This design comes from an exercise in tuning for small area on the open sky130 flow, not from production work. No functional check of the RTL was part of this run. Power figures rest on the tool's default switching activity, not on a simulated workload.

File: flow/constraint.sdc
create_clock -name core_clock -period 5.0 [get_ports {clk}]
set_input_delay 1.0000 -clock core_clock [delete_from_list [all_inputs] [get_ports {clk}]]
set_output_delay 1.0000 -clock core_clock [all_outputs]
set_load 0.01 [all_outputs]
File: flow/flow/run.sh
#!/bin/bash
# The standard layout, with one change: every port still gets its own
# buffer, but a plain buf_2 instead of the delay buffer that buffer_ports
# picks by default (that cell adds about 0.5 ns to each input and output path).
set -euo pipefail
export BUFFER_PORTS_ARGS="-buffer_cell sky130_fd_sc_hd__buf_2"
bash standard.sh > standard.log 2>&1
File: flow/standard.sh
#!/bin/bash
# synth_recipe.tcl (not shown) runs the flow's synth.tcl, then flattens the netlist and writes it again
# the make line also repeats each setting of config.mk as NAME=value (left out here)
make -C /OpenROAD-flow-scripts/flow DESIGN_CONFIG=/design/flow/config.mk WORK_HOME=/design/flow/orfs CLKGATE_MAP_FILE= SYNTH_SCRIPT=/design/flow/synth_recipe.tcl "${@:-finish}"
File: flow/design.v
`timescale 1ns/1ps
module random_map_writer (
    input  logic        clk,
    input  logic        rst,
    input  logic        start,
    input  logic [15:0] seed,
    input  logic [4:0]  density,
    input  logic [4:0]  rd_x,
    input  logic [4:0]  rd_y,
    output logic        rd_occ,
    output logic        busy,
    output logic        done,
    output logic [9:0]  occ_count
);
    logic [9:0]  idx;
    logic [15:0] lfsr;
    logic [4:0]  dcur, dprev;
    logic        start_accept, cell_bit, row_start, seed_zero;
    logic [15:0] cp0;
    logic [15:0] cp1;
    logic [15:0] cp2;
    logic [15:0] pend;   
    assign start_accept = !busy && !done && start;
    assign cell_bit     = dcur[4] || (lfsr[3:0] < dcur[3:0]);
    assign row_start    = (idx[7:0] == '0);
    assign seed_zero    = (seed == 16'h0000);
    always_ff @(posedge clk) begin
        if (rst) begin
            busy      <= 1'b0;
            done      <= 1'b0;
            idx       <= '0;
            dcur      <= '0;
            dprev     <= '0;
            occ_count <= '0;
        end else if (start_accept) begin
            busy      <= 1'b1;
            idx       <= '0;
            dprev     <= dcur;
            dcur      <= (density > 5'd16) ? 5'd16 : density;
            occ_count <= '0;
        end else if (busy) begin
            idx       <= idx + 1'b1;
            occ_count <= occ_count + 10'(cell_bit);
            if (idx == 10'd767) begin
                busy <= 1'b0;
                done <= 1'b1;
            end
        end else begin
            done <= 1'b0;
        end
    end
    always_ff @(posedge clk) begin
        if (busy)
            lfsr <= {lfsr[14:0], lfsr[15] ^ lfsr[13] ^ lfsr[12] ^ lfsr[10]};
        else
            lfsr <= seed | (seed_zero ? 16'hACE1 : 16'h0000);
    end
    logic [15:0] dlfsr;
    assign dlfsr[0] = lfsr[3] ^ lfsr[5] ^ lfsr[9] ^ lfsr[10] ^ lfsr[12] ^ lfsr[13] ^ lfsr[15];
    assign dlfsr[1] = lfsr[1] ^ lfsr[7] ^ lfsr[11] ^ lfsr[12] ^ lfsr[13] ^ lfsr[14] ^ lfsr[15];
    assign dlfsr[2] = lfsr[4] ^ lfsr[6] ^ lfsr[7] ^ lfsr[9];
    assign dlfsr[3] = lfsr[1];
    assign dlfsr[4] = lfsr[9];
    assign dlfsr[5] = lfsr[1] ^ lfsr[12] ^ lfsr[14] ^ lfsr[15];
    assign dlfsr[6] = lfsr[2] ^ lfsr[4] ^ lfsr[5] ^ lfsr[6] ^ lfsr[7] ^ lfsr[9] ^ lfsr[13];
    assign dlfsr[7] = lfsr[0] ^ lfsr[2] ^ lfsr[3] ^ lfsr[5] ^ lfsr[10] ^ lfsr[11] ^ lfsr[12] ^ lfsr[13] ^ lfsr[14];
    assign dlfsr[8] = lfsr[3] ^ lfsr[5] ^ lfsr[6] ^ lfsr[8] ^ lfsr[10] ^ lfsr[11] ^ lfsr[13] ^ lfsr[14];
    assign dlfsr[9] = lfsr[1] ^ lfsr[2] ^ lfsr[3] ^ lfsr[4] ^ lfsr[5] ^ lfsr[6] ^ lfsr[11] ^ lfsr[12] ^ lfsr[14] ^ lfsr[15];
    assign dlfsr[10] = lfsr[0] ^ lfsr[1] ^ lfsr[2] ^ lfsr[3] ^ lfsr[4] ^ lfsr[5] ^ lfsr[6] ^ lfsr[7] ^ lfsr[9] ^ lfsr[10] ^ lfsr[13] ^ lfsr[15];
    assign dlfsr[11] = lfsr[0] ^ lfsr[2] ^ lfsr[4] ^ lfsr[7] ^ lfsr[8] ^ lfsr[9] ^ lfsr[10] ^ lfsr[12] ^ lfsr[13] ^ lfsr[15];
    assign dlfsr[12] = lfsr[0] ^ lfsr[1] ^ lfsr[7] ^ lfsr[8] ^ lfsr[10] ^ lfsr[11] ^ lfsr[13];
    assign dlfsr[13] = lfsr[5] ^ lfsr[8] ^ lfsr[9] ^ lfsr[15];
    assign dlfsr[14] = lfsr[1] ^ lfsr[2] ^ lfsr[3] ^ lfsr[4] ^ lfsr[5] ^ lfsr[7] ^ lfsr[12] ^ lfsr[15];
    assign dlfsr[15] = lfsr[1] ^ lfsr[3] ^ lfsr[5] ^ lfsr[7] ^ lfsr[9] ^ lfsr[10] ^ lfsr[11] ^ lfsr[13];
    logic [1:0] prow;
    logic [9:0] idxm1;
    assign idxm1 = idx - 1'b1;
    assign prow  = idxm1[9:8];
    always_ff @(posedge clk) begin
        if (busy && row_start)
            pend <= dlfsr;
        if ((busy && row_start) || done) begin
            case (prow)
                0: cp0 <= pend;
                1: cp1 <= pend;
                2: cp2 <= pend;
                default: ;
            endcase
        end
    end
    logic [9:0]  k;
    logic        valid, cur, use_pend;
    logic [1:0] rrow;
    logic [7:0] roff;
    logic [4:0] grp;
    logic [15:0] base;
    assign k        = {rd_y, rd_x};
    assign valid    = !(rd_y[4] && rd_y[3]);
    assign rrow     = k[9:8];
    assign roff     = k[7:0];
    assign grp      = k[7:3];
    assign use_pend = (rrow == prow) && ((idx[7:0] == '0) || (roff < idx[7:0]));
    assign cur      = (idx != '0) && ((rrow < prow) || use_pend);
    always_comb begin
        case (rrow)
            0: base = cp0;
            1: base = cp1;
            2: base = cp2;
            default: base = cp2;
        endcase
        if (use_pend) base = pend;
    end
    logic [46:0] dq;
    assign dq[0] = base[15];
    assign dq[1] = base[14];
    assign dq[2] = base[13];
    assign dq[3] = base[12];
    assign dq[4] = base[11];
    assign dq[5] = base[10];
    assign dq[6] = base[9];
    assign dq[7] = base[8];
    assign dq[8] = base[7];
    assign dq[9] = base[6];
    assign dq[10] = base[5];
    assign dq[11] = base[4];
    assign dq[12] = base[3];
    assign dq[13] = base[2];
    assign dq[14] = base[1];
    assign dq[15] = base[0];
    assign dq[16] = base[10] ^ base[12] ^ base[13] ^ base[15];
    assign dq[17] = base[9] ^ base[11] ^ base[12] ^ base[14];
    assign dq[18] = base[8] ^ base[10] ^ base[11] ^ base[13];
    assign dq[19] = base[7] ^ base[9] ^ base[10] ^ base[12];
    assign dq[20] = base[6] ^ base[8] ^ base[9] ^ base[11];
    assign dq[21] = base[5] ^ base[7] ^ base[8] ^ base[10];
    assign dq[22] = base[4] ^ base[6] ^ base[7] ^ base[9];
    assign dq[23] = base[3] ^ base[5] ^ base[6] ^ base[8];
    assign dq[24] = base[2] ^ base[4] ^ base[5] ^ base[7];
    assign dq[25] = base[1] ^ base[3] ^ base[4] ^ base[6];
    assign dq[26] = base[0] ^ base[2] ^ base[3] ^ base[5];
    assign dq[27] = base[1] ^ base[2] ^ base[4] ^ base[10] ^ base[12] ^ base[13] ^ base[15];
    assign dq[28] = base[0] ^ base[1] ^ base[3] ^ base[9] ^ base[11] ^ base[12] ^ base[14];
    assign dq[29] = base[0] ^ base[2] ^ base[8] ^ base[11] ^ base[12] ^ base[15];
    assign dq[30] = base[1] ^ base[7] ^ base[11] ^ base[12] ^ base[13] ^ base[14] ^ base[15];
    assign dq[31] = base[0] ^ base[6] ^ base[10] ^ base[11] ^ base[12] ^ base[13] ^ base[14];
    assign dq[32] = base[5] ^ base[9] ^ base[11] ^ base[15];
    assign dq[33] = base[4] ^ base[8] ^ base[10] ^ base[14];
    assign dq[34] = base[3] ^ base[7] ^ base[9] ^ base[13];
    assign dq[35] = base[2] ^ base[6] ^ base[8] ^ base[12];
    assign dq[36] = base[1] ^ base[5] ^ base[7] ^ base[11];
    assign dq[37] = base[0] ^ base[4] ^ base[6] ^ base[10];
    assign dq[38] = base[3] ^ base[5] ^ base[9] ^ base[10] ^ base[12] ^ base[13] ^ base[15];
    assign dq[39] = base[2] ^ base[4] ^ base[8] ^ base[9] ^ base[11] ^ base[12] ^ base[14];
    assign dq[40] = base[1] ^ base[3] ^ base[7] ^ base[8] ^ base[10] ^ base[11] ^ base[13];
    assign dq[41] = base[0] ^ base[2] ^ base[6] ^ base[7] ^ base[9] ^ base[10] ^ base[12];
    assign dq[42] = base[1] ^ base[5] ^ base[6] ^ base[8] ^ base[9] ^ base[10] ^ base[11] ^ base[12] ^ base[13] ^ base[15];
    assign dq[43] = base[0] ^ base[4] ^ base[5] ^ base[7] ^ base[8] ^ base[9] ^ base[10] ^ base[11] ^ base[12] ^ base[14];
    assign dq[44] = base[3] ^ base[4] ^ base[6] ^ base[7] ^ base[8] ^ base[9] ^ base[11] ^ base[12] ^ base[15];
    assign dq[45] = base[2] ^ base[3] ^ base[5] ^ base[6] ^ base[7] ^ base[8] ^ base[10] ^ base[11] ^ base[14];
    assign dq[46] = base[1] ^ base[2] ^ base[4] ^ base[5] ^ base[6] ^ base[7] ^ base[9] ^ base[10] ^ base[13];
    logic [46:0] dsh;
    assign dsh = dq >> grp;
    logic [15:0] jumped;
    assign jumped[0] = dsh[15];
    assign jumped[1] = dsh[14];
    assign jumped[2] = dsh[13];
    assign jumped[3] = dsh[12];
    assign jumped[4] = dsh[11];
    assign jumped[5] = dsh[10];
    assign jumped[6] = dsh[9];
    assign jumped[7] = dsh[8];
    assign jumped[8] = dsh[7];
    assign jumped[9] = dsh[6];
    assign jumped[10] = dsh[5];
    assign jumped[11] = dsh[4];
    assign jumped[12] = dsh[3];
    assign jumped[13] = dsh[2];
    assign jumped[14] = dsh[1];
    assign jumped[15] = dsh[0];
    logic [15:0] pv;
    logic [2:0]  px;
    logic        psel, pen;
    always_ff @(posedge clk) begin
        pv   <= jumped;
        px   <= rd_x[2:0];
        psel <= cur && !start_accept;
        pen  <= valid && !rst;
    end
    logic [10:0] wv;
    assign wv[0] = pv[1] ^ pv[4] ^ pv[6] ^ pv[9];
    assign wv[1] = pv[2] ^ pv[5] ^ pv[9] ^ pv[11] ^ pv[12] ^ pv[14];
    assign wv[2] = pv[3];
    assign wv[3] = pv[1] ^ pv[2] ^ pv[3] ^ pv[4] ^ pv[6] ^ pv[7] ^ pv[8] ^ pv[9] ^ pv[13] ^ pv[14];
    assign wv[4] = pv[0] ^ pv[1] ^ pv[5] ^ pv[6] ^ pv[10] ^ pv[12] ^ pv[13];
    assign wv[5] = pv[4] ^ pv[8] ^ pv[10] ^ pv[12] ^ pv[14] ^ pv[15];
    assign wv[6] = pv[4] ^ pv[8] ^ pv[9] ^ pv[11] ^ pv[12];
    assign wv[7] = pv[0] ^ pv[3] ^ pv[4] ^ pv[5] ^ pv[6] ^ pv[8] ^ pv[13] ^ pv[14] ^ pv[15];
    assign wv[8] = pv[0] ^ pv[3] ^ pv[5] ^ pv[8];
    assign wv[9] = pv[1] ^ pv[4] ^ pv[8] ^ pv[10] ^ pv[11] ^ pv[13];
    assign wv[10] = pv[2];
    logic [10:0] ws;
    assign ws = wv >> px;
    logic [3:0] nib;
    assign nib = {ws[0], ws[1], ws[2], ws[3]};
    logic [4:0] pd;
    assign pd = psel ? dcur : dprev;
    logic [3:0] lt;
    assign lt[0] = pd[0] & ~nib[0];
    assign lt[1] = pd[1] ? (~nib[1] | lt[0]) : (~nib[1] & lt[0]);
    assign lt[2] = pd[2] ? (~nib[2] | lt[1]) : (~nib[2] & lt[1]);
    assign lt[3] = pd[3] ? (~nib[3] | lt[2]) : (~nib[3] & lt[2]);
    assign rd_occ = pen && (pd[4] || lt[3]);
endmodule
File: flow/config.mk
export PLATFORM = sky130hd
export DESIGN_NAME = random_map_writer
export DESIGN_NICKNAME = random_map_writer
export VERILOG_FILES = /design/flow/design.v
export SDC_FILE = /design/flow/constraint.sdc
export NUM_CORES = 4
export LEC_CHECK = 0
export CAP_MARGIN = 20
export CORE_MARGIN = 2
export CORE_UTILIZATION = 40
export CTS_BUF_LIST = sky130_fd_sc_hd__clkbuf_8
export GPL_TIMING_DRIVEN = 0
export SLEW_MARGIN = 20
==> metrics.md <==
| Metric | Value |
|---|---|
| Sequential power share | `24.2%` |
| Syn nets | `1119` |
| Reg-to-Reg Start | `idx[2]` |
| Filler-free cell count of the finished design | `1528` |
| Clock Latency Late Sink | `0.45 ns` |
| Number of hold buffers added after CTS | `0` |
| Post-DP HPWL | `26510 um` |
| Setup Skew | `0.02354 ns` |
| ANT cells | `0` |
| Path depth of the worst reg2reg path | `18` |
| Post-Syn Instances | `1069` |
| Worst-Margin Slew | `1.033 ns` |
| Vias in the first global route | `between 8k and 9k` |
| Fin Setup TNS | `0 ns` |
| GRT overflow | `0` |
| Crit path max fanout | `10` |
| Total wire length | `33970 um` |
| Worst setup EP type | `register` |
| Max H-tree Level | `4` |
| Clock slew at reported path FFs | `0.08 ns` |
| Post-synth top area cell | `edfxtp_1` |
| RSZ-0062 raised after global routing | `no` |
| Via count | `just under 9k` |
| # DRC | `0` |
| Worst hold start | `dprev[1]` |
| Design area | `12350 sq um` |
| Final net count | `1187` |
| Clock Path Buffers | `2` |
| R2R Setup Slk | `0.20 ns` |
| Hold Path Stages | `2` |
| Leakage | `4.602 nW` |
| Largest net degree at the start of global routing | `18` |
| Psw | `2.498 mW` |
| Drt first-iter violations | `approximately 1k` |
| Routed wire per std cell | `about 22 um` |
| Instance area at placement | `11880 sq um` |
| CTS Sinks | `133` |
| Worst setup SP type | `register` |
| Max cap viols | `0` |
| Mapped Area | `11120 sq um` |
| Routed Antenna Nets | `0` |
| Area grow syn2layout | `11.08%` |
| Worst hold endpoint | `dprev[1]` |
| Proportion of power drawn by combinational gates | `between 50% and 60%` |
| Avg Cell Area, Syn | `10.40 sq um` |
| Detailed Routing Iterations Pass 1 | `5` |
| Fin crit share | `96.08%` |
| Sw Share | `between 40% and 50%` |
| Sequential fraction of the synthesis area | `29.70%` |
| VDD IR max | `0.2380 mV` |
| Cell internal pwr | `~3.4 mW` |
| Final setup viols | `0` |
| Rows | `61` |
| First-pass GRT wire length | `between 50000 and 60000 um` |
| Gp weighted congestion | `around 1` |
| Gr usage total | `23.96%` |
| Top-count cell post-synth | `xnor2_1` |
| Outcome | `no timing/DRC/antenna violations` |
| Synthesized flop and latch total | `133` |
| Post-Place Cells | `around 1.5k` |
| Dominant synthesized flop cell | `dfxtp_1` |
| Synthesis Warnings | `1` |
| Die height | `170.7 um` |
| Core box area | `roughly 28000 sq um` |
| Synth cell count leaders | `152 x xnor2_1, 72 x nand2_1, 69 x dfxtp_1` |
| Setup CP Type | `reg2reg` |
| Final min period | `4.804 ns` |
| Initial antenna violation count | `0` |
| CTS root buffer | `clkbuf_8` |
| Share of cells above drive strength 1 | `18.35%` |
| RR Endpoint | `pv[2]` |
| DP Worst Slack | `-0.2034 ns` |
| Arrival time at the worst endpoint | `5.17 ns` |
| Vias/cell | `5.825` |
| Post CTS Setup Buffer Count | `0` |
| Achievable Freq | `208.2 MHz` |
| Top cells by area, synth | `edfxtp_1 17%, dfxtp_1 12%, xnor2_1 12%` |
| Worst slew margin | `31.15%` |
| PnR worst setup slack | `~0.20 ns` |
| Top-area cell type share of the netlist area | `between 10% and 20%` |
| CTS buffer count | `17` |
| Post-synth EDFFs | `64` |
| IO buf count | `45` |
| Fin. Hold Viols | `0` |
| Hold Crit Class | `reg2reg` |
| Power share of the clock group | `16.9%` |
| Ys async rst share | `0%` |
| Initial core utilization | `between 40% and 50%` |
| Yosys cell types | `77` |
| PwrDens | `476.5 nW/um^2` |
| Final max-slew violation count | `0` |
| Top-Level Pins | `between 40 and 50` |
| CTS tree | `done` |
| WP data required | `5.36 ns` |
| Die X | `between 150 and 200 um` |
| Die area | `29150 sq um` |
[placed cells by master (no fill, tap or decap), drive strengths merged, types with 8 or more instances in the layout]
| cell | Yosys | final |
|---|---|---|
| a211oi | 9 | 9 |
| a21o | 9 | 9 |
| a21oi | 36 | 36 |
| buf | 25 | 70 |
| clkbuf | 49 | 70 |
| clkinv | 2 | 9 |
| dfxtp | 69 | 69 |
| edfxtp | 64 | 64 |
| ha | 16 | 16 |
| inv | 30 | 34 |
| mux2 | 39 | 39 |
| mux2i | 64 | 64 |
| mux4 | 39 | 39 |
| nand2 | 72 | 72 |
| nand3 | 22 | 22 |
| nand4 | 8 | 8 |
| nor2 | 61 | 61 |
| nor3 | 12 | 12 |
| o2111ai | 8 | 8 |
| o211ai | 10 | 10 |
| o21a | 11 | 11 |
| o21ai | 51 | 51 |
| o221ai | 9 | 9 |
| o22a | 9 | 9 |
| o31ai | 10 | 10 |
| xnor2 | 158 | 158 |
| xnor3 | 28 | 28 |
| xor2 | 56 | 56 |
[per-layer routing]
metal / routed length [um] / GRT usage [%]
met5: 0 / 0
met4: 1491 / 10.37
met3: 2920 / 5.783
met2: 15340 / 37.63
met1: 14220 / 31.50
[cell families (layout without fill, tap and decap cells)]
group,after synthesis,count (layout),synth area share [%]
xor+xnor,246,246,23.78
mux,142,142,18.69
compound gates,214,214,13.33
fa+ha+maj,17,17,1.890
buf+inv,106,187,4.005
simple gates,211,211,8.606
flops,133,133,29.70
[through the flow]
stage	total power, mW	hold slack, ns	util [%]
5_1_grt	6.165	0.4819	44.84
2_1_floorplan	3.948	0.4278	-
3_5_place_dp	4.795	0.4459	43.10
4_1_cts	5.823	0.4584	44.75
6_report	5.887	0.4515	44.84
3_3_place_gp	4.790	0.4432	42.90
[how the worst max path moves through the flow]
| stage | start | to | slack [ns] | cells after the start |
|---|---|---|---|---|
| after global placement | idx[2] | pv[2] | -0.72 | 15 |
| after CTS | idx[2] | pv[0] | 0.008 | 18 |
| after global routing | idx[2] | pv[2] | 0.001 | 18 |
| after detailed placement | idx[2] | pv[0] | -0.20 | 17 |
| final | idx[2] | pv[2] | 0.20 | 18 |
| after floorplan | rd_y[3] | pv[0] | 0.91 | 17 |
[sequential cells by signal, indices dropped and copies added (netlist names), 3 cells and up]
signal / flops
lfsr: 16
dprev: 5
cp1: 16
pend: 16
pv: 16
cp2: 16
px: 3
idx: 10
cp0: 16
dcur: 5
occ_count: 10
[layout make-up]
class	instances	area, sq um
sequential	133	3303
buffer	74	339.1
clock buffer	17	234.0
tap	378	473.0
multi-input combinational	830	7422
inverter	32	120.1
timing repair buffer	49	259.0
fill	2659	15200
clock inverter	15	203.9
[what timing repair did]
action | in CTS | in global routing
resized for setup | 4 | 9
pin swaps | 0 | 0
setup endpoints to repair | 11 | 15
[power by group through the flow]
stage	logic, mW	clock network [mW]	registers (mW)
2_1_floorplan	2.55	0	1.40
4_1_cts	3.37	1.03	1.42
6_report	3.47	0.993	1.42
3_5_place_dp	3.35	0	1.45
3_3_place_gp	3.35	0	1.44
5_1_grt	3.66	1.07	1.44
[worst max-delay path, cell delays in order, from the launching register on]
cell	delay [ns]
dfxtp_1	0.37
nor4_2	0.37
nand2_1	0.09
nor4_1	0.25
xnor2_1	0.20
ha_1	0.35
nor4bb_1	0.21
o211a_1	0.23
o21a_2	0.32
nor2_2	0.11
clkbuf_4	0.24
buf_4	0.22
buf_2	0.23
clkbuf_4	0.25
a211oi_1	0.32
o221ai_1	0.21
o221ai_1	0.35
o31ai_1	0.17
a22oi_1	0.23

-- static timing again, ports no longer ideal --
No port has a modelled driver above. Below, the same layout with a new extraction and two added sets of constraints.
Step 1 assumes that a clkbuf_16 drives the clock port and a buf_2 every other input.
Step 2, shift: input delay + t, output delay - t, t = (earliest + latest rising clock arrival at the registers) / 2. This alone moves slack from input paths to output paths.
Slacks: ideal ports / drivers / drivers and shift; pairs: ideal ports / drivers.
shift t [ns]: 0.483
slack for setup (ns): 0.196 / 0.196 / 0.058
worst setup path after step 2: input to register
latest minus earliest clock arrival (ns): 0.025 / 0.025
worst register clock-pin slew, ns: 0.09 / 0.09
After both steps this run still meets setup and hold. For this run, drivers alone change the setup slack by 0.000 ns; drivers and shift together by -0.138 ns.
